From an optimization exercise on the open Yosys and OpenROAD flow, aimed at small area and a short achievable clock period; shortcuts taken in it are not production practice.
Function was checked by simulation only, so behaviour that the tests miss may differ from the original.
Power and IR drop assume default switching activity.

$ cat flow/design.v
module rc4_cipher_buffer #(
   parameter  int DATA_W = 8,
   parameter  int DEPTH  = 256,
   localparam int ADDR_W = $clog2(DEPTH)
) (
   input  logic              clk,
   input  logic              rst,
   input  logic              flush,
   input  logic              wr_valid,
   input  logic [DATA_W-1:0] wr_data,
   input  logic              rd_start,
   input  logic              rd_ready,
   output logic              rd_valid,
   output logic [DATA_W-1:0] rd_data,
   output logic              rd_last,
   output logic [ADDR_W:0]   frame_len,
   output logic              busy,
   output logic              overflow,
   output logic              wr_drop,
   output logic [1:0]        o_dbg_state
);
   localparam int OFF_W = 2;
   localparam int COL_W = (ADDR_W - OFF_W) / 2;
   localparam int ROW_W = ADDR_W - OFF_W - COL_W;
   localparam int NOFF  = 1 << OFF_W;
   localparam int NCOL  = 1 << COL_W;
   localparam int NROW  = 1 << ROW_W;
   localparam logic [1:0] S_IDLE    = 2'd0;
   localparam logic [1:0] S_CAPTURE = 2'd1;
   localparam logic [1:0] S_HOLD    = 2'd2;
   localparam logic [1:0] S_REPLAY  = 2'd3;
   localparam logic [ADDR_W:0] DEPTH_L = (ADDR_W+1)'(DEPTH);
   logic [DEPTH*DATA_W-1:0] r_ring;
   logic [1:0]        r_state;
   logic [ADDR_W:0]   r_count;
   logic [ADDR_W:0]   r_frame_len;
   logic              r_overflow;
   logic              r_wr_drop;
   logic [ADDR_W-1:0] r_phase;
   logic [NOFF-1:0]   r_q_off;
   logic [NCOL-1:0]   r_q_col;
   logic [NROW-1:0]   r_q_row;
   logic [NROW-1:0]   r_q_rowl;     
   logic [DATA_W-1:0] r_tap_dly [NOFF];   
   logic              r_prime;      
   logic [ADDR_W-1:0] r_rem;        
   logic              r_rem_zero;   
   logic              r_rd_valid;
   logic              r_rd_last;
   logic [DATA_W-1:0] r_rd_data;
   logic              w_cap_start;
   logic              w_wr_en;
   logic              w_rep_start;
   logic              w_fetch;
   logic              w_fetch_last;
   logic              w_xfer_last;
   logic [ADDR_W-1:0] w_phase_nxt;
   logic [DATA_W-1:0] w_tap_word;
   logic [DATA_W-1:0] w_rd_word;
   assign w_cap_start  = ((r_state == S_IDLE) || (r_state == S_HOLD)) & wr_valid;
   assign w_wr_en      = w_cap_start | ((r_state == S_CAPTURE) & wr_valid & (r_count < DEPTH_L));
   assign w_rep_start  = (r_state == S_HOLD) & ~wr_valid & rd_start;
   assign w_xfer_last  = r_rd_valid & rd_ready & r_rd_last;
   assign w_fetch      = (r_state == S_REPLAY) & ~r_prime &
                         (~r_rd_valid | (rd_ready & ~r_rd_last));
   assign w_fetch_last = w_fetch & r_rem_zero;
   always_ff @(posedge clk) begin
      r_ring <= {r_ring[(DEPTH-1)*DATA_W-1:0],
                 w_wr_en ? wr_data : r_ring[DEPTH*DATA_W-1 -: DATA_W]};
   end
   assign w_phase_nxt = w_cap_start ? '0 : r_phase + 1'b1;
   always_ff @(posedge clk) begin
      r_phase <= w_phase_nxt;
   end
   logic              w_q_load;
   logic              w_q_hold;
   logic              w_q_adv;
   logic              w_col_adv;
   logic              w_row_adv;
   assign w_q_load  = w_cap_start | w_fetch_last;
   assign w_q_hold  = ~w_q_load & w_fetch;
   assign w_q_adv   = ~w_q_load & ~w_fetch;
   assign w_col_adv = w_q_adv & r_q_off[NOFF-1];
   assign w_row_adv = w_col_adv & r_q_col[NCOL-1];
   logic [NOFF-1:0]   w_q_off_nxt;
   logic [NCOL-1:0]   w_q_col_nxt;
   logic [NROW-1:0]   w_q_row_nxt;
   always_comb begin
      for (int i = 0; i < NOFF; i++)
         w_q_off_nxt[i] = (w_q_load & (w_phase_nxt[OFF_W-1:0] == i)) |
                          (~w_q_adv & ~w_q_load & r_q_off[i]) |
                          (w_q_adv & r_q_off[(i+NOFF-1)%NOFF]);
      for (int i = 0; i < NCOL; i++)
         w_q_col_nxt[i] = (w_q_load & (w_phase_nxt[OFF_W+COL_W-1:OFF_W] == i)) |
                          (~w_col_adv & ~w_q_load & r_q_col[i]) |
                          (w_col_adv & r_q_col[(i+NCOL-1)%NCOL]);
      for (int i = 0; i < NROW; i++)
         w_q_row_nxt[i] = (w_q_load & (w_phase_nxt[ADDR_W-1:OFF_W+COL_W] == i)) |
                          (~w_row_adv & ~w_q_load & r_q_row[i]) |
                          (w_row_adv & r_q_row[(i+NROW-1)%NROW]);
   end
   always_ff @(posedge clk) begin
      r_q_off  <= w_q_off_nxt;
      r_q_col  <= w_q_col_nxt;
      r_q_row  <= w_q_row_nxt;
      r_q_rowl <= w_q_row_nxt & {NROW{w_q_off_nxt[0]}};
   end
   logic [DATA_W-1:0] w_live_word;
   always_comb begin
      w_tap_word  = '0;
      w_live_word = '0;
      for (int r = 0; r < NROW; r++) begin
         logic [DATA_W-1:0] row_word;
         row_word = '0;
         for (int c = 0; c < NCOL; c++)
            row_word = row_word |
                       (r_ring[((r*NCOL+c)*NOFF)*DATA_W +: DATA_W] & {DATA_W{r_q_col[c]}});
         w_tap_word  = w_tap_word  | (row_word & {DATA_W{r_q_row[r]}});
         w_live_word = w_live_word | (row_word & {DATA_W{r_q_rowl[r]}});
      end
   end
   always_ff @(posedge clk) begin
      r_tap_dly[1] <= w_tap_word;
      for (int i = 2; i < NOFF; i++) r_tap_dly[i] <= r_tap_dly[i-1];
   end
   always_comb begin
      w_rd_word = w_live_word;
      for (int i = 1; i < NOFF; i++)
         w_rd_word = w_rd_word | (r_tap_dly[i] & {DATA_W{r_q_off[i]}});
   end
   always_ff @(posedge clk) begin
      if (!rst)         r_rd_data <= '0;
      else if (w_fetch) r_rd_data <= w_rd_word;
   end
   always_ff @(posedge clk) begin
      if (w_rep_start) begin
         r_rem      <= ADDR_W'(r_frame_len - 1'b1);
         r_rem_zero <= (r_frame_len == (ADDR_W+1)'(1));
      end else if (w_fetch) begin
         r_rem      <= r_rem - 1'b1;
         r_rem_zero <= (r_rem == ADDR_W'(1));
      end
   end
   always_ff @(posedge clk) begin
      if (!rst || flush) begin
         r_state     <= S_IDLE;
         r_count     <= '0;
         r_frame_len <= '0;
         r_overflow  <= 1'b0;
         r_wr_drop   <= 1'b0;
         r_prime     <= 1'b0;
         r_rd_valid  <= 1'b0;
         r_rd_last   <= 1'b0;
      end else begin
         r_prime <= w_rep_start;
         if (w_cap_start) begin
            r_state     <= S_CAPTURE;
            r_count     <= (ADDR_W+1)'(1);
            r_frame_len <= '0;
            r_overflow  <= 1'b0;
            r_wr_drop   <= 1'b0;
         end else if (w_rep_start) begin
            r_state <= S_REPLAY;
         end
         if (r_state == S_CAPTURE) begin
            if (wr_valid) begin
               if (r_count < DEPTH_L) r_count <= r_count + 1'b1;
               else                   r_overflow <= 1'b1;
            end else begin
               r_frame_len <= r_count;
               r_state     <= S_HOLD;
            end
         end
         if (r_state == S_REPLAY) begin
            if (wr_valid) r_wr_drop <= 1'b1;
            if (w_xfer_last) begin
               r_state    <= S_HOLD;
               r_rd_valid <= 1'b0;
               r_rd_last  <= 1'b0;
            end else if (w_fetch) begin
               r_rd_valid <= 1'b1;
               r_rd_last  <= r_rem_zero;
            end
         end
      end
   end
   assign rd_valid    = r_rd_valid;
   assign rd_data     = r_rd_data;
   assign rd_last     = r_rd_last;
   assign frame_len   = r_frame_len;
   assign overflow    = r_overflow;
   assign wr_drop     = r_wr_drop;
   assign busy        = r_state[0];
   assign o_dbg_state = r_state;
endmodule
$ cat flow/flow/run.sh
#!/bin/bash
DU="sky130_fd_sc_hd__probe_p_8 sky130_fd_sc_hd__probec_p_8 sky130_fd_sc_hd__lpflow_bleeder_1"
DU="$DU sky130_fd_sc_hd__lpflow_clkbufkapwr_1 sky130_fd_sc_hd__lpflow_clkbufkapwr_16 sky130_fd_sc_hd__lpflow_clkbufkapwr_2"
DU="$DU sky130_fd_sc_hd__lpflow_clkbufkapwr_4 sky130_fd_sc_hd__lpflow_clkbufkapwr_8"
DU="$DU sky130_fd_sc_hd__lpflow_clkinvkapwr_1 sky130_fd_sc_hd__lpflow_clkinvkapwr_16 sky130_fd_sc_hd__lpflow_clkinvkapwr_2"
DU="$DU sky130_fd_sc_hd__lpflow_clkinvkapwr_4 sky130_fd_sc_hd__lpflow_clkinvkapwr_8"
DU="$DU sky130_fd_sc_hd__lpflow_decapkapwr_12 sky130_fd_sc_hd__lpflow_decapkapwr_3 sky130_fd_sc_hd__lpflow_decapkapwr_4"
DU="$DU sky130_fd_sc_hd__lpflow_decapkapwr_6 sky130_fd_sc_hd__lpflow_decapkapwr_8"
DU="$DU sky130_fd_sc_hd__lpflow_inputiso0n_1 sky130_fd_sc_hd__lpflow_inputiso0p_1 sky130_fd_sc_hd__lpflow_inputiso1n_1"
DU="$DU sky130_fd_sc_hd__lpflow_inputiso1p_1 sky130_fd_sc_hd__lpflow_inputisolatch_1"
DU="$DU sky130_fd_sc_hd__lpflow_isobufsrc_1 sky130_fd_sc_hd__lpflow_isobufsrc_16 sky130_fd_sc_hd__lpflow_isobufsrc_2"
DU="$DU sky130_fd_sc_hd__lpflow_isobufsrc_4 sky130_fd_sc_hd__lpflow_isobufsrc_8 sky130_fd_sc_hd__lpflow_isobufsrckapwr_16"
DU="$DU sky130_fd_sc_hd__lpflow_lsbuf_lh_hl_isowell_tap_1 sky130_fd_sc_hd__lpflow_lsbuf_lh_hl_isowell_tap_2"
DU="$DU sky130_fd_sc_hd__lpflow_lsbuf_lh_hl_isowell_tap_4 sky130_fd_sc_hd__lpflow_lsbuf_lh_isowell_4"
DU="$DU sky130_fd_sc_hd__lpflow_lsbuf_lh_isowell_tap_1 sky130_fd_sc_hd__lpflow_lsbuf_lh_isowell_tap_2"
DU="$DU sky130_fd_sc_hd__lpflow_lsbuf_lh_isowell_tap_4"
DU="$DU sky130_fd_sc_hd__clkdlybuf4s15_1 sky130_fd_sc_hd__clkdlybuf4s15_2 sky130_fd_sc_hd__clkdlybuf4s18_1"
DU="$DU sky130_fd_sc_hd__clkdlybuf4s18_2 sky130_fd_sc_hd__clkdlybuf4s25_1 sky130_fd_sc_hd__clkdlybuf4s25_2"
DU="$DU sky130_fd_sc_hd__clkdlybuf4s50_1 sky130_fd_sc_hd__clkdlybuf4s50_2 sky130_fd_sc_hd__dlygate4sd1_1"
DU="$DU sky130_fd_sc_hd__dlygate4sd2_1 sky130_fd_sc_hd__dlygate4sd3_1 sky130_fd_sc_hd__dlymetal6s2s_1"
DU="$DU sky130_fd_sc_hd__dlymetal6s4s_1 sky130_fd_sc_hd__dlymetal6s6s_1"
CTS="-sink_clustering_enable -repair_clock_nets -dont_use_dummy_load"
CTS="$CTS -sink_clustering_size 24 -sink_clustering_max_diameter 80"
bash standard.sh "DONT_USE_CELLS=$DU" "CTS_ARGS=$CTS" MATCH_CELL_FOOTPRINT=0 finish > standard.log 2>&1
$ cat flow/standard.sh
#!/bin/bash
# synth_recipe.tcl (not shown) runs the flow's synth.tcl, then flattens the netlist and writes it again
# the make line also repeats each setting of config.mk as NAME=value (left out here)
make -C /OpenROAD-flow-scripts/flow DESIGN_CONFIG=/design/flow/config.mk WORK_HOME=/design/flow/orfs CLKGATE_MAP_FILE= SYNTH_SCRIPT=/design/flow/synth_recipe.tcl "${@:-finish}"
$ cat flow/config.mk
export PLATFORM = sky130hd
export DESIGN_NAME = rc4_cipher_buffer
export DESIGN_NICKNAME = rc4_cipher_buffer
export VERILOG_FILES = /design/flow/design.v
export SDC_FILE = /design/flow/constraint.sdc
export NUM_CORES = 4
export LEC_CHECK = 0
export ABC_AREA = 1
export CAP_MARGIN = 20
export CORE_MARGIN = 2
export CORE_UTILIZATION = 70
export SETUP_SLACK_MARGIN = 2.2
export SLEW_MARGIN = 20
$ cat flow/constraint.sdc
create_clock -name core_clock -period 4.2 [get_ports {clk}]
set_input_delay 0.8400 -clock core_clock [delete_from_list [all_inputs] [get_ports {clk}]]
set_output_delay 0.8400 -clock core_clock [all_outputs]
set_load 0.01 [all_outputs]
==> results of run 1 <==
## power by group
group	total [W]	leakage, nW	switching, W	internal (W)
Combinational	0.000341	4.50	0.000259	0.0000814
Clock	0.00989	1.22	0.00568	0.00421
Sequential	0.0208	17.4	0.000158	0.0207
Total	0.0310	23.2	0.00610	0.0249
## registers in the layout, summed over array words and instances, names as in the netlist, 8 cells and up
name	flops
r_ring	2048
r_phase	8
r_count	9
r_q_col	8
r_frame_len	9
r_q_row	8
r_q_rowl	8
r_rem	8
r_rd_data	8
r_tap_dly	24
## how the worst max path moves through the flow
stage / startpoint / to / slack [ps]
floorplan: rd_start / r_rem[0] / 2320
global placement: wr_valid / r_rem[1] / 1560
detailed placement: wr_valid / r_rem[0] / 1500
CTS: r_q_col[0] / r_rd_data[6] / 2180
global route: r_rd_data[4] / rd_data[4] / 2180
finish: r_rd_data[4] / rd_data[4] / 2220
## per-stage QoR
step	hold slack, ps	total power [W]	setup WS [ps]	cells
after floorplan	310	0.0214	2320	3849
final	290	0.0310	2220	4906
after CTS	286	0.0312	2180	4900
after global placement	310	0.0216	1560	4776
after detailed placement	312	0.0216	1500	4776
after global routing	291	0.0319	2180	4906
## what timing repair did
action | in CTS | in global routing
buffers inserted | 25 | 6
resized for setup | 79 | 18
endpoints found under the setup margin | 47 | 44
## cell type report
class / instances / area, µm² / share of cell area, %
Sequential cell: 2150 / 43200 / 80.0
Multi-Input combinational cell: 1546 / 6280 / 11.6
Clock buffer: 99 / 2480 / 4.59
Tap cell: 950 / 1190 / 2.20
Timing Repair Buffer: 88 / 596 / 1.10
Inverter: 73 / 282 / 0.521
## cells in the mapped netlist
cell,n
nand4_1,11
a32o_1,1
mux2i_1,1
buf_12,1
nor2_1,220
a311oi_1,1
a21oi_2,1
o32ai_1,1
or2_2,2
inv_2,6
nor3_4,1
ha_1,6
nand4_2,1
o21bai_1,2
buf_1,1
dfxtp_1,2141
a21oi_1,42
nor2_2,1
clkinv_4,1
a211oi_1,1
inv_1,63
nor3_1,4
a32oi_1,1
nand3_1,77
a21boi_0,2
inv_4,1
nand4_4,1
o2111ai_1,1
buf_6,1
nand3_4,1
a22oi_1,1
nand2_4,2
nand2_2,5
nand2_1,1126
o21ai_0,20
xor2_1,4
xnor2_1,2
clkbuf_1,29
a31oi_1,3
nor2_4,4
clkinv_1,2
edfxtp_1,9
buf_4,2
buf_2,46
## metal layers
metal | global-route usage, % | routed length, µm
met2 | 40.8 | 43200
met3 | 3.68 | 4280
met4 | 6.45 | 1580
met5 | 0 | 0
met1 | 36.9 | 45000
## cells by family after synthesis
family	Yosys count	share of synthesized area, %
flip-flops	2150	86.1
AND/OR/NAND/NOR	1456	11.4
adder cells (fa/ha/maj)	6	0.150
multiplexers	1	0.0200
AO/OA/AOI/OAI	77	0.854
buffers and inverters	153	1.34
XOR/XNOR	6	0.105
==> summary.txt, run 1 <==
Placed design
  • Dpl hpwl: 51400 µm
  • GP Congestion: 0.833
  • Instance area at placement: 51200 µm²
  • IO Port Bufs: 37

CTS
  • Clk Latency, worst-skew pair: 670 ps
  • CTS tree: done
  • Clk root buf: clkbuf_16
  • CTS sink cnt: 2150
  • CTS Buffer Depth: 3
  • Cts bufs inserted: 99
  • CTS HTree Levels: 3
  • Worst-path clk slew: 90 ps
  • Hold buffer count at CTS: 0

Global route
  • GRT Overall Usage: 25.5%
  • Largest net degree at the start of global routing: 30
  • First-pass GRT wire length: 142000 µm
  • Initial antenna violation count: 6
  • Global route total overflow: 0
  • Vias in the first global route: 24600

Setup path
  • Startpoint Class: flip-flop
  • Critical Path Max Stage Delay: 370 ps
  • Max Fanout on Critical Path: 2
  • R2R Setup Slk: 2270 ps
  • Critical path arrival: 1140 ps
  • Crit Path Class: reg2out
  • R2R Path Start: r_q_col[0]
  • Crit. End Element: primary output
  • Slowest-stage cell, CP: dfxtp_4
  • Worst path bufs/invs: 1
  • Critical-path cell list: buf_6
  • Worst path depth: 1
  • FF-to-FF path depth: 11
  • Critical path's top delay family: flip-flops
  • R2R Path End: r_rd_data[1]
  • Worst EP required: 3360 ps

Route
  • Number of routed nets with antenna violations: 0
  • DRC: 0
  • DR iter-0 viols: 1501
  • Via count: 24200
  • Avg Vias per Cell: 4.92
  • Final WL: 94100 µm
  • First-pass iteration count of the detailed router: 7
  • WL/cell: 19.2 µm

Layout
  • Area Growth Syn to Fin: 7.89%
  • Most frequent cells in the layout: dfxtp_1 (2113), nand2_1 (1125), nor2_1 (219), clkbuf_16 (99), nand3_1 (77)
  • Commonest non-fill, non-tap cell in the layout: dfxtp_1
  • Final instance area: 54000 µm²
  • Layout cells sized above 1: 5.51%
  • Fillers: 4392
  • ANT cells: 0
  • Layout Utilization: 76.0%
  • # nets final: 3978

Hold path
  • HP Start: r_ring[86]
  • HP Class: reg2reg
  • Hold-critical path depth: 0
  • Hold Path End: r_ring[94]

Floorplan
  • Die width: 271 µm
  • Die Y: 271 µm
  • Area of the core: 71100 µm²
  • Die area: 73700 µm²
  • Num rows: 98
  • Starting Density: 70.4%
  • Top-Level Pins: 38

STA
  • Actual slew at the worst max-slew pin: 683 ps
  • Fmax: 504 MHz
  • Tmin final: 1980 ps
  • RSZ-0062 raised after global routing: true
  • Max_slew headroom: 54.4%
  • Final hold vios: 0
  • Clk_skew: 59.2 ps
  • Slew Limit Fails: 0
  • Setup TNS: 0 ps
  • Final Setup Violations: 0
  • Final period util: 47.2%

Logic synthesis
  • Seq/Total Area, Yosys: 86.1%
  • Post-Syn Nets: 3869
  • Post-synth top area cell: dfxtp_1
  • Syn_area_per_cell: 13.0 µm²
  • Yosys top cell area share: 85.6%
  • Synth area leaders: dfxtp_1 (86%), nand2_1 (8.4%), nor2_1 (1.6%), nand3_1 (0.77%), edfxtp_1 (0.54%)
  • Synth cell types: 44
  • Mapped Area: 50100 µm²
  • FF+latch count, synth: 2150
  • Cells after Synth: 3849
  • Synth warnings: 2

Job
  • MaxCap Viol Count: 0

Power and ir drop
  • P per Cell Area: 575 nW/µm²
  • Maximum vdd ir drop: 0.443 mV
  • LEAKAGE: 23.2 nW

Status
  • Status: timing/DRC/antenna clean
==> run 2, diff against run 1 <==
--- a/flow/flow/run.sh
+++ b/flow/flow/run.sh
@@ -20,5 +20,5 @@
 DU="$DU sky130_fd_sc_hd__dlygate4sd2_1 sky130_fd_sc_hd__dlygate4sd3_1 sky130_fd_sc_hd__dlymetal6s2s_1"
 DU="$DU sky130_fd_sc_hd__dlymetal6s4s_1 sky130_fd_sc_hd__dlymetal6s6s_1"
 CTS="-sink_clustering_enable -repair_clock_nets -dont_use_dummy_load"
-CTS="$CTS -sink_clustering_size 24 -sink_clustering_max_diameter 80"
+CTS="$CTS -sink_clustering_size 32 -sink_clustering_max_diameter 60"
 bash standard.sh "DONT_USE_CELLS=$DU" "CTS_ARGS=$CTS" MATCH_CELL_FOOTPRINT=0 finish > standard.log 2>&1
--- a/flow/config.mk
+++ b/flow/config.mk
@@ -5,7 +5,6 @@
 export SDC_FILE = /design/flow/constraint.sdc
 export NUM_CORES = 4
 export LEC_CHECK = 0
-export ABC_AREA = 1
 export CAP_MARGIN = 20
 export CORE_MARGIN = 2
 export CORE_UTILIZATION = 70
==> summary.txt, run 2 <==
Status
  • Status: timing/DRC/antenna clean

CTS
  • CTS HTree Levels: 3
  • Clk root buf: clkbuf_16
  • Worst-path clk slew: 100 ps
  • CTS Buffer Depth: 3
  • Clk Latency, worst-skew pair: 660 ps
  • CTS sink cnt: 2150
  • CTS tree: done
  • Cts bufs inserted: 86
  • Hold buffer count at CTS: 0

STA
  • Clk_skew: 55.3 ps
  • Final period util: 47.8%
  • Final Setup Violations: 0
  • Slew Limit Fails: 0
  • Final hold vios: 0
  • Tmin final: 2010 ps
  • Actual slew at the worst max-slew pin: 940 ps
  • Max_slew headroom: 37.3%
  • Setup TNS: 0 ps
  • Fmax: 498 MHz
  • RSZ-0062 raised after global routing: true

Power and ir drop
  • LEAKAGE: 20.3 nW
  • Maximum vdd ir drop: 0.463 mV
  • P per Cell Area: 581 nW/µm²

Floorplan
  • Die area: 71100 µm²
  • Die Y: 267 µm
  • Die width: 267 µm
  • Top-Level Pins: 38
  • Num rows: 96
  • Area of the core: 68500 µm²
  • Starting Density: 70.6%

Placed design
  • Instance area at placement: 49400 µm²
  • GP Congestion: 0.828
  • Dpl hpwl: 46300 µm
  • IO Port Bufs: 37

Setup path
  • R2R Setup Slk: 2190 ps
  • Crit Path Class: reg2reg
  • Critical path arrival: 2550 ps
  • Critical Path Max Stage Delay: 670 ps
  • Max Fanout on Critical Path: 23
  • FF-to-FF path depth: 6
  • R2R Path Start: r_q_col[1]
  • Worst Setup SP: r_q_col[1]
  • Slowest-stage cell, CP: dfxtp_4
  • Crit. End Element: flip-flop
  • Most frequent CP cell: a22oi_1
  • Worst EP required: 4750 ps
  • R2R Path End: r_rd_data[5]
  • Critical-path cell list: buf_6 > a22oi_1 > nand4_1 > a22oi_1 > and3_1 > a21oi_1
  • Startpoint Class: flip-flop

Layout
  • Max reg flops: 2048
  • Layout cells sized above 1: 7.78%
  • Biggest registers after layout: r_ring: 2048 flops, r_tap_dly: 24 flops
  • ANT cells: 0
  • # nets final: 3083
  • Most frequent cells in the layout: dfxtp_1 (2110), a22oi_1 (298), clkbuf_16 (86), nand4_1 (78), nand2_1 (47)
  • Final instance area: 52300 µm²
  • Area Growth Syn to Fin: 8.22%
  • Commonest non-fill, non-tap cell in the layout: dfxtp_1
  • Top reg by flops: r_ring

Logic synthesis
  • Prevailing post-synth register cell: dfxtp_1
  • Most numerous cell in the Yosys netlist: dfxtp_1
  • Post-synth top area cell: dfxtp_1
  • Mapped Area: 48300 µm²
  • Yosys top cell area share: 88.7%
  • Cells after Synth: 2946
  • Number of synthesized flops with an enable pin: 9
  • FF+latch count, synth: 2150
  • Synth area leaders: dfxtp_1 (89%), a22oi_1 (4.6%), nand4_1 (1.0%), edfxtp_1 (0.56%), clkbuf_1 (0.50%)
  • Synth warnings: 2
  • Syn_area_per_cell: 16.4 µm²
  • Seq/Total Area, Yosys: 89.3%
  • Post-synthesis async set-or-reset flop share: 0%
  • Commonest cells in the netlist: dfxtp_1 (2141), a22oi_1 (299), nand4_1 (78)
  • Post-Syn Nets: 2966
  • Synth cell types: 57

Job
  • MaxCap Viol Count: 0

Global route
  • GRT Overall Usage: 24.4%
  • Vias in the first global route: 21400
  • Largest net degree at the start of global routing: 33
  • First-pass GRT wire length: 130000 µm
  • Global route total overflow: 0
  • Initial antenna violation count: 1

Route
  • Avg Vias per Cell: 5.41
  • Via count: 21300
  • DRC: 0
  • Number of routed nets with antenna violations: 0
  • First-pass iteration count of the detailed router: 6
  • DR iter-0 viols: 1713
  • Final WL: 86300 µm
  • WL/cell: 21.9 µm

Hold path
  • Hold-critical path depth: 0
  • Hold Path End: r_ring[998]
  • HP Class: reg2reg
  • HP Start: r_ring[990]
run 2: logic make-up after synthesis:
kind of cell / count (synthesis) / synth area share [%]
buffers and inverters: 104 / 0.839
DFF: 2150 / 89.3
muxes: 18 / 0.401
AOI/OAI and AO/OA: 421 / 6.50
adders and majority gates: 6 / 0.155
xor gates and xnor gates: 15 / 0.272
and+or+nand+nor: 232 / 2.56
run 2: what timing repair did:
| item | 4_1_cts | 5_1_grt |
|---|---|---|
| pin swaps | 10 | 11 |
| buffers inserted | 37 | 28 |
| endpoints found under the setup margin | 102 | 58 |
| gates cloned | 0 | 0 |
| gates resized for setup | 101 | 23 |
run 2: power breakdown:
group	total [W]	switching, W	internal (W)
logic	0.000382	0.000271	0.000112
clock network	0.00923	0.00553	0.00369
registers	0.0208	0.000146	0.0206
run 2: critical path, delay by kind of cell (launching register included):
family	cells	cell delay [ps]
flops	1	670
buf+inv	1	390
compound gates	3	420
simple gates	2	440
run 2: worst max path at each step:
stage          cells past startpoint  slack, ps           end
4_1_cts                            5       2160  r_rd_data[0]
2_1_floorplan                      6       2110    r_q_col[1]
3_5_place_dp                       5       1000    r_q_col[2]
3_3_place_gp                       5       1210    r_q_col[1]
6_report                           6       2190  r_rd_data[5]
5_1_grt                            6       2130  r_rd_data[5]
run 2: cell type report:
type / count / area [µm²]
fill: 4012 / 16200
sequential: 2150 / 43200
inverter: 10 / 43.8
multi-input combinational: 692 / 4900
tap: 882 / 1100
clock buffer: 86 / 2150
timing repair buffer: 123 / 865
run 2: per-layer routing:
metal | part of all wire, % | wire length, µm | track usage, % | vias up
li1 | - | - | - | 10100
met1 | 47 | 40900 | 35.9 | 10400
met2 | 45 | 38500 | 37.5 | 590
met3 | 5.5 | 4770 | 4.52 | 171
met4 | 2.5 | 2160 | 6.65 | 0
met5 | 0 | 0 | 0 | -
run 2: per-stage QoR:
| step | setup slack (ps) | cells | util (%) | hold slack (ps) | total power [W] |
|---|---|---|---|---|---|
| after floorplan | 2110 | 2946 | - | 310 | 0.0213 |
| after global placement | 1210 | 3791 | 72.2 | 309 | 0.0215 |
| after detailed placement | 1000 | 3791 | 72.2 | 312 | 0.0216 |
| after CTS | 2160 | 3914 | 76.0 | 263 | 0.0305 |
| after global routing | 2130 | 3943 | 76.4 | 270 | 0.0313 |
| final | 2190 | 3943 | 76.4 | 273 | 0.0304 |
==> run 3, diff against run 2 <==
--- a/flow/flow/run.sh
+++ b/flow/flow/run.sh
@@ -20,5 +20,5 @@
 DU="$DU sky130_fd_sc_hd__dlygate4sd2_1 sky130_fd_sc_hd__dlygate4sd3_1 sky130_fd_sc_hd__dlymetal6s2s_1"
 DU="$DU sky130_fd_sc_hd__dlymetal6s4s_1 sky130_fd_sc_hd__dlymetal6s6s_1"
 CTS="-sink_clustering_enable -repair_clock_nets -dont_use_dummy_load"
-CTS="$CTS -sink_clustering_size 32 -sink_clustering_max_diameter 60"
+CTS="$CTS -sink_clustering_size 16 -sink_clustering_max_diameter 60 -sink_clustering_buffer sky130_fd_sc_hd__clkbuf_8"
 bash standard.sh "DONT_USE_CELLS=$DU" "CTS_ARGS=$CTS" MATCH_CELL_FOOTPRINT=0 finish > standard.log 2>&1
==> summary.txt, run 3 <==
Floorplan
  • Die Y: 267 µm
  • Die width: 267 µm
  • Area of the core: 68500 µm²
  • Top-Level Pins: 38
  • Num rows: 96
  • Die area: 71100 µm²
  • Starting Density: 70.6%

Setup path
  • Crit Path Class: reg2out
  • Critical path arrival: 1190 ps
  • Worst path bufs/invs: 1
  • Worst EP required: 3360 ps
  • Critical-path cell list: buf_6
  • Critical Path Max Stage Delay: 380 ps
  • Startpoint Class: flip-flop
  • Crit. End Element: primary output
  • Critical path's top delay family: flip-flops
  • Slowest-stage cell, CP: dfxtp_4
  • Max Fanout on Critical Path: 4

Placed design
  • Dpl hpwl: 46300 µm
  • GP Congestion: 0.828
  • IO Port Bufs: 37

STA
  • Final Setup Violations: 0
  • RSZ-0062 raised after global routing: true
  • Tmin final: 2030 ps
  • Final hold vios: 0
  • Slew Limit Fails: 0
  • Fmax: 493 MHz
  • Max_slew headroom: 36.3%
  • Actual slew at the worst max-slew pin: 954 ps
  • Setup TNS: 0 ps
  • Clk_skew: 51.7 ps
  • Final period util: 48.3%

CTS
  • CTS Buffer Depth: 3
  • Clk Latency, worst-skew pair: 700 ps
  • CTS sink cnt: 2150
  • Worst-path clk slew: 100 ps
  • CTS HTree Levels: 4
  • Clk root buf: clkbuf_16
  • Cts bufs inserted: 152
  • CTS tree: done

Power and ir drop
  • Sw Share: 20.0%
  • P_sw: 0.00610 W
  • Int Pwr: 0.0244 W
  • LEAKAGE: 20.5 nW
  • P per Cell Area: 578 nW/µm²
  • Flop pwr share: 68.2%
  • Logic pwr share: 1.3%
  • Tot Pwr: 0.0305 W
  • Maximum vdd ir drop: 0.489 mV
  • Clock power share: 30.5%

Layout
  • Most frequent cells in the layout: dfxtp_1 (2107), a22oi_1 (297), clkbuf_8 (135), nand4_1 (78), buf_1 (52)
  • Area Growth Syn to Fin: 9.06%
  • Biggest registers after layout: r_ring: 2048 flops, r_tap_dly: 24 flops
  • Top reg by flops: r_ring
  • Layout cells sized above 1: 10.3%
  • Max reg flops: 2048
  • ANT cells: 0
  • # nets final: 3174
  • Commonest non-fill, non-tap cell in the layout: dfxtp_1
  • Fillers: 3980

Logic synthesis
  • Mapped Area: 48300 µm²
  • Synth cell types: 57
  • Syn_area_per_cell: 16.4 µm²
  • Cells after Synth: 2946
  • Synth area leaders: dfxtp_1 (89%), a22oi_1 (4.6%), nand4_1 (1.0%), edfxtp_1 (0.56%), clkbuf_1 (0.50%)
  • Post-Syn Nets: 2966
  • Number of synthesized flops with an enable pin: 9
  • Most numerous cell in the Yosys netlist: dfxtp_1
  • Post-synth top area cell: dfxtp_1
  • Synth warnings: 2
  • Yosys top cell area share: 88.7%
  • Prevailing post-synth register cell: dfxtp_1
  • FF+latch count, synth: 2150
  • Post-synthesis async set-or-reset flop share: 0%
  • Commonest cells in the netlist: dfxtp_1 (2141), a22oi_1 (299), nand4_1 (78)
  • Seq/Total Area, Yosys: 89.3%

Global route
  • First-pass GRT wire length: 132000 µm
  • Largest net degree at the start of global routing: 32
  • GRT Overall Usage: 24.9%
  • Initial antenna violation count: 3
  • Vias in the first global route: 22300
  • Global route total overflow: 0

Route
  • DRC: 0
  • Final WL: 88100 µm
  • Number of routed nets with antenna violations: 0
  • Via count: 22000
  • First-pass iteration count of the detailed router: 7
  • WL/cell: 21.8 µm
  • Avg Vias per Cell: 5.45
  • DR iter-0 viols: 1742

Hold path
  • HP Class: reg2reg

Job
  • MaxCap Viol Count: 0

Status
  • Status: timing/DRC/antenna clean
[run 3: cell counts after synthesis]
Identical to the previous run, type by type.
[run 3: worst paths after layout]
path                     from              end  slack, ps  cells past startpoint
hold / removal    r_ring[465]      r_ring[473]        300                      0
hold reg to reg   r_ring[465]      r_ring[473]        300                      0
setup / recovery    r_rd_last          rd_last       2170                      1
setup reg to reg   r_q_col[4]  r_tap_dly[1][5]       2210                      7
[run 3: per-stage QoR]
step | cell area, µm² | worst slack, ps | hold WS (ps) | cells | util, %
after detailed placement | 49400 | 1000 | 312 | 3791 | 72.2
final | 52700 | 2170 | 302 | 4034 | 77.0
after floorplan | 48400 | 2110 | 310 | 2946 | -
after CTS | 52300 | 2080 | 293 | 3989 | 76.3
after global placement | 49400 | 1210 | 309 | 3791 | 72.2
after global routing | 52700 | 2130 | 303 | 4034 | 77.0
[run 3: per-layer routing]
layer  vias up  track usage, %  wire, µm
li1      10300               -         -
met1     10700            35.8     41400
met2       718            37.2     38600
met3       219            5.57      5510
met4         2            9.60      2540
met5         -               0        13
[run 3: area by class of cell]
cell class | count | area (µm²) | area share, %
flip-flops and latches | 2150 | 43200 | 82.0
well taps | 882 | 1100 | 2.09
repair buffers | 146 | 1070 | 2.03
clock buffers | 152 | 2280 | 4.33
multi-input cells | 694 | 4960 | 9.42
inverters | 10 | 43.8 | 0.0831
[run 3: power by group through the flow]
stage	Sequential (W)	Combinational (W)	Clock [W]
6_report	0.0208	0.000409	0.00929
5_1_grt	0.0208	0.000420	0.0102
4_1_cts	0.0208	0.000345	0.00951
3_5_place_dp	0.0213	0.000251	0
3_3_place_gp	0.0213	0.000245	0
2_1_floorplan	0.0212	0.000193	0
[run 3: kinds of logic (layout without fill, tap and decap cells)]
| group | Yosys count | count (layout) | share of synthesized area, % |
|---|---|---|---|
| buffers and inverters | 104 | 308 | 0.839 |
| AO/OA/AOI/OAI | 421 | 423 | 6.50 |
| XOR/XNOR | 15 | 15 | 0.272 |
| AND/OR/NAND/NOR | 232 | 232 | 2.56 |
| adder cells (fa/ha/maj) | 6 | 6 | 0.155 |
| multiplexers | 18 | 18 | 0.401 |
| flip-flops | 2150 | 2150 | 89.3 |
[run 3: what timing repair did]
item | in CTS | in global routing
pin swaps | 14 | 19
hold buffers | 0 | 0
buffers inserted | 46 | 43
cloned | 0 | 2
endpoints found under the setup margin | 98 | 93
resized for setup | 145 | 37
==> run 4, diff against run 3 <==
--- a/flow/design.v
+++ b/flow/design.v
@@ -40,7 +40,6 @@
    logic [NOFF-1:0]   r_q_off;
    logic [NCOL-1:0]   r_q_col;
    logic [NROW-1:0]   r_q_row;
-   logic [NROW-1:0]   r_q_rowl;     
    logic [DATA_W-1:0] r_tap_dly [NOFF];   
    logic              r_prime;      
    logic [ADDR_W-1:0] r_rem;        
@@ -103,12 +102,9 @@
       r_q_off  <= w_q_off_nxt;
       r_q_col  <= w_q_col_nxt;
       r_q_row  <= w_q_row_nxt;
-      r_q_rowl <= w_q_row_nxt & {NROW{w_q_off_nxt[0]}};
    end
-   logic [DATA_W-1:0] w_live_word;
    always_comb begin
       w_tap_word  = '0;
-      w_live_word = '0;
       for (int r = 0; r < NROW; r++) begin
          logic [DATA_W-1:0] row_word;
          row_word = '0;
@@ -116,7 +112,6 @@
             row_word = row_word |
                        (r_ring[((r*NCOL+c)*NOFF)*DATA_W +: DATA_W] & {DATA_W{r_q_col[c]}});
          w_tap_word  = w_tap_word  | (row_word & {DATA_W{r_q_row[r]}});
-         w_live_word = w_live_word | (row_word & {DATA_W{r_q_rowl[r]}});
       end
    end
    always_ff @(posedge clk) begin
@@ -124,7 +119,7 @@
       for (int i = 2; i < NOFF; i++) r_tap_dly[i] <= r_tap_dly[i-1];
    end
    always_comb begin
-      w_rd_word = w_live_word;
+      w_rd_word = w_tap_word & {DATA_W{r_q_off[0]}};
       for (int i = 1; i < NOFF; i++)
          w_rd_word = w_rd_word | (r_tap_dly[i] & {DATA_W{r_q_off[i]}});
    end
--- a/flow/config.mk
+++ b/flow/config.mk
@@ -5,6 +5,7 @@
 export SDC_FILE = /design/flow/constraint.sdc
 export NUM_CORES = 4
 export LEC_CHECK = 0
+export ABC_AREA = 1
 export CAP_MARGIN = 20
 export CORE_MARGIN = 2
 export CORE_UTILIZATION = 70
==> summary.txt, run 4 <==
Global route
  • GRT Overall Usage: 24.0%
  • Global route total overflow: 0
  • Vias in the first global route: 23900
  • First-pass GRT wire length: 134000 µm
  • Largest net degree at the start of global routing: 34
  • Initial antenna violation count: 0

Route
  • Number of routed nets with antenna violations: 0
  • WL/cell: 17.7 µm
  • DRC: 0
  • Final WL: 85100 µm
  • First-pass iteration count of the detailed router: 5
  • DR iter-0 viols: 1326
  • Avg Vias per Cell: 4.83
  • Via count: 23200

Layout
  • Top reg by flops: r_ring
  • Area Growth Syn to Fin: 8.40%
  • # nets final: 3890
  • Biggest registers after layout: r_ring: 2048 flops, r_tap_dly: 24 flops
  • ANT cells: 0
  • Commonest non-fill, non-tap cell in the layout: dfxtp_1
  • Layout cells sized above 1: 7.42%
  • Layout Utilization: 76.4%
  • Most frequent cells in the layout: dfxtp_1 (2102), nand2_1 (1040), nor2_1 (176), clkbuf_8 (135), nand3_1 (58)
  • Max reg flops: 2048
  • Post-Layout Cell Count: 4808

Power and ir drop
  • P per Cell Area: 570 nW/µm²
  • LEAKAGE: 22.8 nW
  • Maximum vdd ir drop: 0.502 mV
  • Tot Pwr: 0.0304 W

Logic synthesis
  • Most numerous cell in the Yosys netlist: dfxtp_1
  • Prevailing post-synth register cell: dfxtp_1
  • Synth area leaders: dfxtp_1 (87%), nand2_1 (8.0%), nor2_1 (1.4%), nand3_1 (0.60%), edfxtp_1 (0.55%)
  • Mapped Area: 49300 µm²
  • Cells after Synth: 3682
  • FF+latch count, synth: 2142
  • Synth warnings: 2
  • Syn_area_per_cell: 13.4 µm²
  • Post-Syn Nets: 3702
  • Post-synthesis async set-or-reset flop share: 0%
  • Post-synth top area cell: dfxtp_1
  • Commonest cells in the netlist: dfxtp_1 (2133), nand2_1 (1044), nor2_1 (183)
  • Synth cell types: 41
  • Seq/Total Area, Yosys: 87.2%
  • Number of synthesized flops with an enable pin: 9
  • Yosys top cell area share: 86.7%

Setup path
  • Max Fanout on Critical Path: 3
  • Crit. End Element: primary output
  • Slowest-stage cell, CP: dfxtp_2
  • R2R Path Start: r_q_col[6]
  • R2R Setup Slk: 2280 ps
  • Critical path's top delay family: flip-flops
  • Worst EP required: 3360 ps
  • Critical-path cell list: buf_6
  • Crit Path Class: reg2out
  • Startpoint Class: flip-flop
  • Worst path bufs/invs: 1
  • Worst Setup SP: r_rd_last
  • Critical Path Max Stage Delay: 370 ps
  • Critical path arrival: 1170 ps

STA
  • Final period util: 47.7%
  • Actual slew at the worst max-slew pin: 994 ps
  • Final WS setup: 2190 ps
  • Fmax: 499 MHz
  • Slew Limit Fails: 0
  • Final Setup Violations: 0
  • Final hold vios: 0
  • Setup TNS: 0 ps
  • Max_slew headroom: 33.6%
  • Clk_skew: 43.7 ps
  • RSZ-0062 raised after global routing: true
  • Tmin final: 2010 ps

CTS
  • CTS tree: done
  • Hold buffer count at CTS: 0
  • Clk Latency, worst-skew pair: 710 ps
  • Clk root buf: clkbuf_16
  • Worst-path clk slew: 100 ps
  • Cts bufs inserted: 152
  • CTS sink cnt: 2142
  • CTS HTree Levels: 4
  • CTS Buffer Depth: 3

Floorplan
  • Top-Level Pins: 38
  • Num rows: 97
  • Area of the core: 69900 µm²
  • Die area: 72500 µm²
  • Die width: 269 µm
  • Die Y: 269 µm
  • Starting Density: 70.5%

Placed design
  • Dpl cells: 4601
  • Place WS: 1430 ps
  • Dpl hpwl: 45100 µm
  • GP Congestion: 0.804
  • IO Port Bufs: 37

Hold path
  • HP Class: reg2reg
  • HP Start: r_ring[151]

Job
  • MaxCap Viol Count: 0

Status
  • Status: timing/DRC/antenna clean
run 4: per-stage QoR:
| stage | hold WS, ps | cell area, µm² |
|---|---|---|
| final | 304 | 53400 |
| after global routing | 316 | 53400 |
| after CTS | 285 | 53300 |
| after detailed placement | 312 | 50400 |
| after global placement | 310 | 50400 |
| after floorplan | 310 | 49300 |
run 4: final cells by class:
cell class / count / area [µm²]
fillers: 4357 / 16500
multi-input cells: 1408 / 5810
well taps: 940 / 1180
repair buffers: 110 / 875
inverters: 56 / 219
flip-flops and latches: 2142 / 43000
clock buffers: 152 / 2280
run 4: what timing repair did:
action,CTS,global route
endpoints found under the hold margin,0,0
resized for setup,141,9
pin swaps,1,1
endpoints found under the setup margin,64,57
buffers inserted,46,9
run 4: worst register-to-register path: stages (launching register included):
cell     delay, ps
dfxtp_4        460
buf_4          390
nand2_1        120
nand2_1         90
nor2_1          40
nand2_1         80
nand2_1         60
nand2_1        110
nor2_1          70
nand2_1        190
nand2_1         80
a21oi_1        150
run 4: power by group:
group	internal, W	total (W)	switching [W]
Sequential	0.0206	0.0207	0.000141
Combinational	0.000112	0.000426	0.000315
Clock	0.00362	0.00929	0.00567
run 4: kinds of logic after synthesis:
family,synth area share (%)
AND/OR/NAND/NOR,10.3
flip-flops,87.2
multiplexers,0.0203
adder cells (fa/ha/maj),0.152
AO/OA/AOI/OAI,1.08
buffers and inverters,1.13
XOR/XNOR,0.142
run 4: per-layer routing:
layer	global-route usage, %	vias to the layer above	share of wire, %
met3	3.82	159	3.8
met4	8.08	0	2.5
li1	-	11600	-
met5	0	-	0
met2	37.8	396	45
met1	34.4	11100	49
run 4: worst paths after layout:
check,endpoint,depth (start not counted)
max reg2reg,r_rd_data[7],11
min reg2reg,r_ring[159],0
max,rd_last,1
min,r_ring[159],0
==> run 5, diff against run 4 <==
--- a/flow/flow/run.sh
+++ b/flow/flow/run.sh
@@ -20,5 +20,5 @@
 DU="$DU sky130_fd_sc_hd__dlygate4sd2_1 sky130_fd_sc_hd__dlygate4sd3_1 sky130_fd_sc_hd__dlymetal6s2s_1"
 DU="$DU sky130_fd_sc_hd__dlymetal6s4s_1 sky130_fd_sc_hd__dlymetal6s6s_1"
 CTS="-sink_clustering_enable -repair_clock_nets -dont_use_dummy_load"
-CTS="$CTS -sink_clustering_size 16 -sink_clustering_max_diameter 60 -sink_clustering_buffer sky130_fd_sc_hd__clkbuf_8"
+CTS="$CTS -sink_clustering_size 24 -sink_clustering_max_diameter 80"
 bash standard.sh "DONT_USE_CELLS=$DU" "CTS_ARGS=$CTS" MATCH_CELL_FOOTPRINT=0 finish > standard.log 2>&1
--- a/flow/config.mk
+++ b/flow/config.mk
@@ -5,7 +5,6 @@
 export SDC_FILE = /design/flow/constraint.sdc
 export NUM_CORES = 4
 export LEC_CHECK = 0
-export ABC_AREA = 1
 export CAP_MARGIN = 20
 export CORE_MARGIN = 2
 export CORE_UTILIZATION = 70
==> summary.txt, run 5 <==
Global route
  • First-pass GRT wire length: 127000 µm
  • GRT Overall Usage: 24.1%
  • Initial antenna violation count: 1
  • Vias in the first global route: 21200
  • Largest net degree at the start of global routing: 25
  • Global route total overflow: 0

Layout
  • Commonest non-fill, non-tap cell in the layout: dfxtp_1
  • Final instance area: 52300 µm²
  • # nets final: 3019
  • Biggest registers after layout: r_ring: 2048 flops, r_tap_dly: 24 flops
  • Top reg by flops: r_ring
  • Layout Utilization: 77.5%
  • Area Growth Syn to Fin: 9.16%
  • Max reg flops: 2048
  • Most frequent cells in the layout: dfxtp_1 (2102), a22oi_1 (244), clkbuf_16 (99), nand4_1 (67), buf_1 (40)
  • Layout cells sized above 1: 8.94%

Logic synthesis
  • Seq/Total Area, Yosys: 89.8%
  • Commonest cells in the netlist: dfxtp_1 (2133), a22oi_1 (264), nand4_1 (67)
  • Syn_area_per_cell: 16.7 µm²
  • FF+latch count, synth: 2142
  • Prevailing post-synth register cell: dfxtp_1
  • Post-Syn Nets: 2882
  • Mapped Area: 47900 µm²
  • Yosys top cell area share: 89.2%
  • Synth cell types: 57
  • Post-synthesis async set-or-reset flop share: 0%
  • Synth warnings: 2
  • Most numerous cell in the Yosys netlist: dfxtp_1
  • Synth area leaders: dfxtp_1 (89%), a22oi_1 (4.1%), nand4_1 (0.88%), a22o_1 (0.59%), edfxtp_1 (0.56%)
  • Post-synth top area cell: dfxtp_1
  • Number of synthesized flops with an enable pin: 9
  • Cells after Synth: 2862

Floorplan
  • Die Y: 266 µm
  • Die area: 70500 µm²
  • Area of the core: 67400 µm²
  • Die width: 266 µm
  • Top-Level Pins: 38
  • Num rows: 95
  • Starting Density: 71.0%

STA
  • Final Setup Violations: 0
  • Setup TNS: 0 ps
  • Slew Limit Fails: 0
  • Tmin final: 2100 ps
  • Max_slew headroom: 15.5%
  • Actual slew at the worst max-slew pin: 1270 ps
  • Final period util: 50.1%
  • Clk_skew: 39.9 ps
  • Final hold vios: 0
  • Fmax: 475 MHz
  • RSZ-0062 raised after global routing: true

Route
  • First-pass iteration count of the detailed router: 6
  • WL/cell: 21.7 µm
  • Avg Vias per Cell: 5.33
  • Number of routed nets with antenna violations: 0
  • DRC: 0
  • Final WL: 84100 µm
  • Via count: 20700
  • DR iter-0 viols: 1512

Setup path
  • Startpoint Class: flip-flop
  • Crit Path Class: reg2reg
  • FF-to-FF path depth: 7
  • Crit. End Element: flip-flop
  • Critical path arrival: 2600 ps
  • Worst Setup SP: r_q_col[2]
  • R2R Setup Slk: 2100 ps
  • Max Fanout on Critical Path: 11
  • Worst EP required: 4690 ps
  • R2R Path End: r_rd_data[1]
  • Worst setup endpoint: r_rd_data[1]
  • R2R Path Start: r_q_col[2]

Placed design
  • GP Congestion: 0.788
  • Dpl hpwl: 46000 µm
  • IO Port Bufs: 37
  • Instance area at placement: 48900 µm²

Hold path
  • HP Class: reg2reg

Job
  • MaxCap Viol Count: 0

CTS
  • CTS HTree Levels: 3
  • Clk root buf: clkbuf_16
  • Worst-path clk slew: 90 ps
  • Hold buffer count at CTS: 0
  • CTS tree: done
  • Cts bufs inserted: 99
  • Clk Latency, worst-skew pair: 670 ps
  • CTS Buffer Depth: 3
  • CTS sink cnt: 2142

Status
  • Status: timing/DRC/antenna clean

Power and ir drop
  • P per Cell Area: 592 nW/µm²
  • LEAKAGE: 20.4 nW
  • Maximum vdd ir drop: 0.396 mV
[run 5: per-layer routing]
metal,vias to the layer above,GRT usage [%],share of wire (%)
met5,-,0,0
met4,0,7.15,2.4
met3,143,4.98,5.1
met2,430,36.2,43
met1,10200,35.8,49
li1,9876,-,-
[run 5: area by class of cell]
| type | count | area [µm²] |
|---|---|---|
| inverter | 10 | 37.5 |
| tap | 873 | 1090 |
| fill | 3886 | 15100 |
| multi-input combinational | 626 | 4680 |
| antenna | 3 | 7.51 |
| sequential | 2142 | 43100 |
| clock buffer | 99 | 2480 |
| timing repair buffer | 120 | 903 |
[run 5: logic make-up after synthesis]
group | count (synthesis) | share of synthesized area [%]
AO/OA/AOI/OAI | 392 | 6.12
XOR/XNOR | 18 | 0.329
adder cells (fa/ha/maj) | 6 | 0.157
buffers and inverters | 94 | 1.02
flip-flops | 2142 | 89.8
multiplexers | 16 | 0.358
AND/OR/NAND/NOR | 194 | 2.24
[run 5: critical path, stage by stage, from the launching register on]
cell	delay, ps
dfxtp_4	440
buf_1	140
buf_6	170
a22oi_2	200
nand4_1	160
a22o_1	310
o41ai_4	370
a31oi_1	140
[run 5: timing repair]
item                       4_1_cts  5_1_grt
resized for setup              136       82
setup buffers                   44        5
setup endpoints to repair       89       64
pin swaps                        1       24
[run 5: worst min path at each step]
| stage | from | endpoint | slack [ps] | cells past startpoint |
|---|---|---|---|---|
| after detailed placement | r_ring[1118] | r_ring[1126] | 310 | 0 |
| after global routing | r_ring[1010] | r_ring[1018] | 280 | 0 |
| after CTS | r_ring[1010] | r_ring[1018] | 290 | 0 |
| final | r_ring[1010] | r_ring[1018] | 290 | 0 |
| after floorplan | r_ring[1000] | r_ring[1008] | 310 | 0 |
| after global placement | r_ring[360] | r_ring[368] | 310 | 0 |
[run 5: where the power goes]
part           internal (W)  switching (W)
registers            0.0206       0.000155
clock network       0.00421        0.00561
logic              0.000126       0.000262
total                0.0249        0.00602
[run 5: through the flow]
stage          total power [W]  hold slack, ps  instances  setup WS [ps]
2_1_floorplan           0.0213             310       2862           2220
3_3_place_gp            0.0215             310       3722           1350
3_5_place_dp            0.0215             312       3722           1250
4_1_cts                 0.0311             288       3865           2160
5_1_grt                 0.0318             281       3870           2040
6_report                0.0309             285       3873           2100
==> run 6, diff against run 5 <==
--- a/flow/config.mk
+++ b/flow/config.mk
@@ -5,6 +5,7 @@
 export SDC_FILE = /design/flow/constraint.sdc
 export NUM_CORES = 4
 export LEC_CHECK = 0
+export ABC_AREA = 1
 export CAP_MARGIN = 20
 export CORE_MARGIN = 2
 export CORE_UTILIZATION = 70
==> summary.txt, run 6 <==
Logic synthesis
  • Commonest cells in the netlist: dfxtp_1 (2133), nand2_1 (1044), nor2_1 (183)
  • Mapped Area: 49300 µm²
  • Prevailing post-synth register cell: dfxtp_1
  • Complex-gate fraction of the synthesized area: 1.08%
  • Post-synthesis mux area share: 0.0203%
  • Post-synthesis async set-or-reset flop share: 0%
  • Synth warnings: 2
  • Seq/Total Area, Yosys: 87.2%
  • Yosys top cell area share: 86.7%
  • FF+latch count, synth: 2142
  • Simple-gate share of the synthesized area: 10.3%
  • Most numerous cell in the Yosys netlist: dfxtp_1
  • Syn_area_per_cell: 13.4 µm²
  • Synth area leaders: dfxtp_1 (87%), nand2_1 (8.0%), nor2_1 (1.4%), nand3_1 (0.60%), edfxtp_1 (0.55%)
  • Cells after Synth: 3682
  • Largest family of logic cells by synthesized area: simple AND/OR/NAND/NOR gates
  • Post-Syn Nets: 3702
  • Post-synth top area cell: dfxtp_1
  • Synth cell types: 41
  • Number of synthesized flops with an enable pin: 9
  • Post-synthesis adder-cell area fraction: 0.152%
  • Xor-xnor portion of the synthesized cell area: 0.142%

Power and ir drop
  • P per Cell Area: 580 nW/µm²
  • Maximum vdd ir drop: 0.428 mV
  • LEAKAGE: 22.8 nW

Route
  • DR iter-0 viols: 1398
  • First-pass iteration count of the detailed router: 5
  • DRC: 0
  • WL/cell: 18.1 µm
  • Number of routed nets with antenna violations: 0
  • Via count: 22900
  • Avg Vias per Cell: 4.82
  • Final WL: 85800 µm

CTS
  • Cts bufs inserted: 99
  • Hold buffer count at CTS: 0
  • Worst-path clk slew: 90 ps
  • Clk Latency, worst-skew pair: 680 ps
  • CTS sink cnt: 2142
  • CTS Buffer Depth: 3
  • Clk root buf: clkbuf_16
  • CTS HTree Levels: 3
  • CTS tree: done

Layout
  • Final instance area: 53400 µm²
  • Biggest registers after layout: r_ring: 2048 flops, r_tap_dly: 24 flops
  • Top reg by flops: r_ring
  • Fillers: 4275
  • Commonest non-fill, non-tap cell in the layout: dfxtp_1
  • # nets final: 3831
  • ANT cells: 0
  • Area Growth Syn to Fin: 8.46%
  • Layout cells sized above 1: 6.04%
  • Layout Utilization: 76.4%
  • Most frequent cells in the layout: dfxtp_1 (2105), nand2_1 (1040), nor2_1 (176), clkbuf_16 (99), nand3_1 (58)
  • Post-Layout Cell Count: 4749
  • Max reg flops: 2048

Setup path
  • Critical-path cell list: buf_2
  • Critical path arrival: 1130 ps
  • Max Fanout on Critical Path: 4
  • R2R Path End: r_rd_data[1]
  • R2R Setup Slk: 2300 ps
  • Worst path depth: 1
  • Startpoint Class: flip-flop
  • Crit Path Class: reg2out
  • R2R Path Start: r_q_col[5]
  • Critical Path Max Stage Delay: 360 ps
  • FF-to-FF path depth: 11
  • Worst path bufs/invs: 1
  • Critical path's top delay family: flip-flops
  • Crit. End Element: primary output
  • Slowest-stage cell, CP: dfxtp_4
  • Worst EP required: 3360 ps

Global route
  • Largest net degree at the start of global routing: 34
  • Global route total overflow: 0
  • First-pass GRT wire length: 134000 µm
  • Vias in the first global route: 23500
  • GRT Overall Usage: 23.9%
  • Initial antenna violation count: 2

STA
  • Slew Limit Fails: 0
  • RSZ-0062 raised after global routing: true
  • Actual slew at the worst max-slew pin: 1030 ps
  • Final hold vios: 0
  • Clk_skew: 48.0 ps
  • Setup TNS: 0 ps
  • Final period util: 46.8%
  • Max_slew headroom: 31.4%
  • Tmin final: 1970 ps
  • Final Setup Violations: 0
  • Fmax: 509 MHz

Job
  • MaxCap Viol Count: 0

Floorplan
  • Starting Density: 70.5%
  • Area of the core: 69900 µm²
  • Die Y: 269 µm
  • Top-Level Pins: 38
  • Num rows: 97
  • Die area: 72500 µm²
  • Die width: 269 µm

Status
  • Status: timing/DRC/antenna clean

Placed design
  • IO Port Bufs: 37
  • Dpl cells: 4601
  • Dpl hpwl: 45100 µm
  • Instance area at placement: 50400 µm²
  • GP Congestion: 0.804

Hold path
  • Hold-critical path depth: 0
  • HP Start: r_ring[617]
  • Hold Path End: r_ring[625]
  • HP Class: reg2reg
==> run 6: cell types whose count changed after synthesis, moves of 10 or more <==
| cell | previous run | this run |
|---|---|---|
| a22o_1 | 32 | 8 |
| nand2_1 | 24 | 1044 |
| nor2_1 | 39 | 183 |
| nand3_1 | 7 | 59 |
| o21ai_0 | 12 | 28 |
| nand4_1 | 67 | 4 |
| buf_2 | 17 | 41 |
| inv_1 | 9 | 48 |
| a22oi_1 | 264 | 1 |
| o21ai_1 | 12 | 0 |
| buf_6 | 11 | 0 |
| a21oi_1 | 20 | 30 |
==> run 6: final cells by class <==
type	instances	area [µm²]	area share [%]
flip-flops and latches	2142	43000	80.5
well taps	940	1180	2.20
multi-input cells	1408	5790	10.8
inverters	56	216	0.405
repair buffers	104	731	1.37
clock buffers	99	2480	4.64
==> run 6: where the power goes <==
group	total, W	internal [W]	switching [W]
sequential	0.0207	0.0206	0.000147
combinational	0.000421	0.000110	0.000311
clock	0.00986	0.00421	0.00565
total	0.0310	0.0249	0.00611
==> run 6: kinds of logic after synthesis <==
kind of cell               Yosys count
AOI/OAI and AO/OA                   87
adders and majority gates            6
and+or+nand+nor                   1306
xor gates and xnor gates             8
buffers and inverters              132
muxes                                1
DFF                               2142
==> run 6: what timing repair did <==
action,in CTS,in global routing
endpoints found under the hold margin,0,0
pin swaps,0,1
setup endpoints to repair,71,42
setup buffers,45,4
gates resized for setup,83,13
==> run 6: worst max-delay path by stage <==
stage,start,endpoint,slack [ps]
3_3_place_gp,rd_ready,r_q_off[1],1450
4_1_cts,r_overflow,overflow,2200
6_report,r_state[0],busy,2230
2_1_floorplan,rd_start,r_rem[0],2200
5_1_grt,r_state[0],r_q_off[1],2190
3_5_place_dp,rst,r_frame_len[4],1430
==> run 6: per-stage QoR <==
step / hold WS [ps] / setup slack [ps] / total power (W)
detailed placement: 312 / 1430 / 0.0216
floorplan: 310 / 2200 / 0.0213
finish: 295 / 2230 / 0.0310
global route: 301 / 2190 / 0.0319
CTS: 298 / 2200 / 0.0312
global placement: 310 / 1450 / 0.0215
==> run 6: metal layers <==
metal	track usage, %	vias to the layer above	wire length [µm]
met1	34.4	11000	41400
met2	38.3	324	39300
met5	0	-	0
li1	-	11500	-
met4	6.96	0	1970
met3	3.54	136	3180
==> run 7, diff against run 6 <==
--- a/flow/config.mk
+++ b/flow/config.mk
@@ -9,5 +9,6 @@
 export CAP_MARGIN = 20
 export CORE_MARGIN = 2
 export CORE_UTILIZATION = 70
+export PLACE_DENSITY = 0.8
 export SETUP_SLACK_MARGIN = 2.2
 export SLEW_MARGIN = 20
==> summary.txt, run 7 <==
Power and ir drop
  • Logic pwr share: 1.4%
  • P_sw: 0.00619 W
  • LEAKAGE: 22.8 nW
  • P per Cell Area: 581 nW/µm²
  • Flop pwr share: 66.7%
  • Maximum vdd ir drop: 0.448 mV
  • Sw Share: 19.9%
  • Int Pwr: 0.0249 W
  • Clock power share: 31.9%

Setup path
  • Crit Path Class: reg2reg
  • Max Fanout on Critical Path: 16
  • Critical path arrival: 2610 ps
  • Startpoint Class: flip-flop
  • Crit. End Element: flip-flop
  • Worst EP required: 4750 ps

Logic synthesis
  • Syn_area_per_cell: 13.4 µm²
  • Seq/Total Area, Yosys: 87.2%
  • Synth cell types: 41
  • Number of synthesized flops with an enable pin: 9
  • Post-synth top area cell: dfxtp_1
  • Synth warnings: 2
  • Cells after Synth: 3682
  • Mapped Area: 49300 µm²
  • Yosys top cell area share: 86.7%
  • Synth area leaders: dfxtp_1 (87%), nand2_1 (8.0%), nor2_1 (1.4%), nand3_1 (0.60%), edfxtp_1 (0.55%)
  • Post-Syn Nets: 3702
  • Post-synthesis async set-or-reset flop share: 0%
  • Prevailing post-synth register cell: dfxtp_1
  • Most numerous cell in the Yosys netlist: dfxtp_1
  • FF+latch count, synth: 2142
  • Commonest cells in the netlist: dfxtp_1 (2133), nand2_1 (1044), nor2_1 (183)

Route
  • Number of routed nets with antenna violations: 0
  • Avg Vias per Cell: 5.03
  • WL/cell: 19.8 µm
  • DR iter-0 viols: 1734
  • Final WL: 94000 µm
  • First-pass iteration count of the detailed router: 9
  • DRC: 0
  • Via count: 23900

Layout
  • Most frequent cells in the layout: dfxtp_1 (2102), nand2_1 (1039), nor2_1 (172), clkbuf_16 (100), nand3_1 (58)
  • Max reg flops: 2048
  • Commonest non-fill, non-tap cell in the layout: dfxtp_1
  • Layout cells sized above 1: 6.33%
  • Area Growth Syn to Fin: 8.56%
  • Top reg by flops: r_ring
  • Layout Utilization: 76.5%
  • Biggest registers after layout: r_ring: 2048 flops, r_tap_dly: 24 flops
  • # nets final: 3828
  • Fillers: 3855

STA
  • Clk_skew: 44.7 ps
  • Final period util: 49.3%
  • Final WS setup: 2130 ps
  • Max_slew headroom: 31.9%
  • Tmin final: 2070 ps
  • Fmax: 483 MHz
  • Setup TNS: 0 ps
  • Slew Limit Fails: 0
  • Final hold vios: 0
  • Actual slew at the worst max-slew pin: 1020 ps
  • RSZ-0062 raised after global routing: true
  • Final Setup Violations: 0

Job
  • MaxCap Viol Count: 0

Global route
  • Initial antenna violation count: 3
  • Global route total overflow: 0
  • GRT met2 Usage: 42.1%
  • Vias in the first global route: 24800
  • Met1 Usage GRT: 35.1%
  • GRT Overall Usage: 25.7%
  • Largest net degree at the start of global routing: 34
  • First-pass GRT wire length: 142000 µm
  • Met3 usage: 3.60%
  • Top Usage Layer GRT: met2

Status
  • Status: timing/DRC/antenna clean

Floorplan
  • Starting Density: 70.5%
  • Die area: 72500 µm²
  • Die Y: 269 µm
  • Die width: 269 µm
  • Area of the core: 69900 µm²
  • Num rows: 97
  • Top-Level Pins: 38

CTS
  • Worst-path clk slew: 100 ps
  • Clk root buf: clkbuf_16
  • CTS HTree Levels: 3
  • CTS sink cnt: 2142
  • CTS Buffer Depth: 3
  • Clk Latency, worst-skew pair: 660 ps
  • Cts bufs inserted: 99
  • CTS tree: done

Hold path
  • HP Class: reg2reg

Placed design
  • IO Port Bufs: 37
  • Place WS: 1530 ps
  • GP Congestion: 0.854
  • Dpl hpwl: 48000 µm
-- run 7: routing by layer --
layer	vias to the layer above	routed length, µm
met5	-	0
li1	11500	-
met4	0	3950
met1	11500	41300
met2	664	43900
met3	225	4810
-- run 7: layout make-up --
cell class	count	area [µm²]	area share [%]
Sequential cell	2142	43000	80.5
Inverter	56	219	0.409
Clock buffer	99	2480	4.63
Antenna cell	1	2.50	0.00468
Timing Repair Buffer	101	756	1.41
Multi-Input combinational cell	1408	5810	10.9
Tap cell	940	1180	2.20
-- run 7: final timing paths --
check / cells after the start / start / slack, ps / to
setup / recovery: 11 / r_q_col[3] / 2130 / r_rd_data[3]
hold / removal: 0 / r_ring[1653] / 290 / r_ring[1661]
setup reg to reg: 11 / r_q_col[3] / 2130 / r_rd_data[3]
hold reg to reg: 0 / r_ring[1653] / 290 / r_ring[1661]
-- run 7: cell families after synthesis --
group           share of synthesized area (%)
mux                                    0.0203
simple gates                             10.3
buf+inv                                  1.13
xor+xnor                                0.142
fa+ha+maj                               0.152
flops                                    87.2
compound gates                           1.08
-- run 7: metrics by stage --
step	std cells	area, µm²	hold slack (ps)	power [W]
final	4747	53500	295	0.0311
after global routing	4747	53500	294	0.0319
after CTS	4728	53300	300	0.0311
after detailed placement	4600	50400	312	0.0215
after global placement	4600	50400	310	0.0215
after floorplan	3682	49300	310	0.0213
-- run 7: worst max-delay path, cell delays in order, from the launching register on --
cell	delay (ps)
dfxtp_4	410
buf_4	270
nand2_1	120
nand2_1	70
nor2_1	140
nand2_1	90
nand2_1	80
nand2_1	80
nor2_1	330
nand2_1	200
nand2_1	100
a21oi_1	60
-- run 7: power by group through the flow --
stage | Clock (W) | Sequential (W) | Combinational (W)
after global routing | 0.0107 | 0.0208 | 0.000447
after CTS | 0.00999 | 0.0207 | 0.000393
after floorplan | 0 | 0.0211 | 0.000216
after detailed placement | 0 | 0.0213 | 0.000240
after global placement | 0 | 0.0213 | 0.000235
final | 0.00993 | 0.0207 | 0.000432
-- run 7: repair_timing --
action | in CTS | in global routing
endpoints found under the setup margin | 80 | 50
gates resized for setup | 106 | 40
pin swaps | 1 | 1
hold buffers | 0 | 0
buffers inserted | 29 | 17
gates cloned | 0 | 1

-- what the ideal ports hide --
The results above use ideal ports. As a check the final layouts listed here were re-extracted and re-timed, cells and wires unchanged.
Step 1 (the two cells are an assumption about what drives the block):
set clk [get_ports {clk}]
set_driving_cell -lib_cell sky130_fd_sc_hd__clkbuf_16 $clk
set_driving_cell -lib_cell sky130_fd_sc_hd__buf_2 [delete_from_list [all_inputs] $clk]
Step 2 times the ports against the registers' clock, not the clock port: input delays grow and output delays shrink by t, the midpoint of the rising clock arrivals with the driver on.
Three values: ideal ports, drivers, drivers and shift; two values: the first two.
run | t (ns) | slack for setup (ns) | latest minus earliest clock arrival (ns) | slew at the worst register clock pin (ns)
run 1 | 0.705 | 2.217 / 2.150 / 1.741 | 0.061 / 0.060 | 0.10 / 0.10
run 2 | 0.699 | 2.192 / 2.141 / 1.708 | 0.066 / 0.066 | 0.11 / 0.11
run 3 | 0.742 | 2.172 / 2.108 / 1.624 | 0.054 / 0.055 | 0.10 / 0.10
run 4 | 0.753 | 2.195 / 2.128 / 1.587 | 0.046 / 0.046 | 0.10 / 0.10
run 5 | 0.716 | 2.096 / 2.096 / 1.692 | 0.047 / 0.047 | 0.10 / 0.10
run 6 | 0.718 | 2.234 / 2.168 / 1.662 | 0.055 / 0.054 | 0.10 / 0.10
run 7 | 0.715 | 2.131 / 2.123 / 1.659 | 0.071 / 0.071 | 0.10 / 0.10
After both steps setup and hold are still met in every run listed. The setup slack of run 4, which loses most, moves by -0.067 ns with the drivers and by -0.608 ns with both steps.
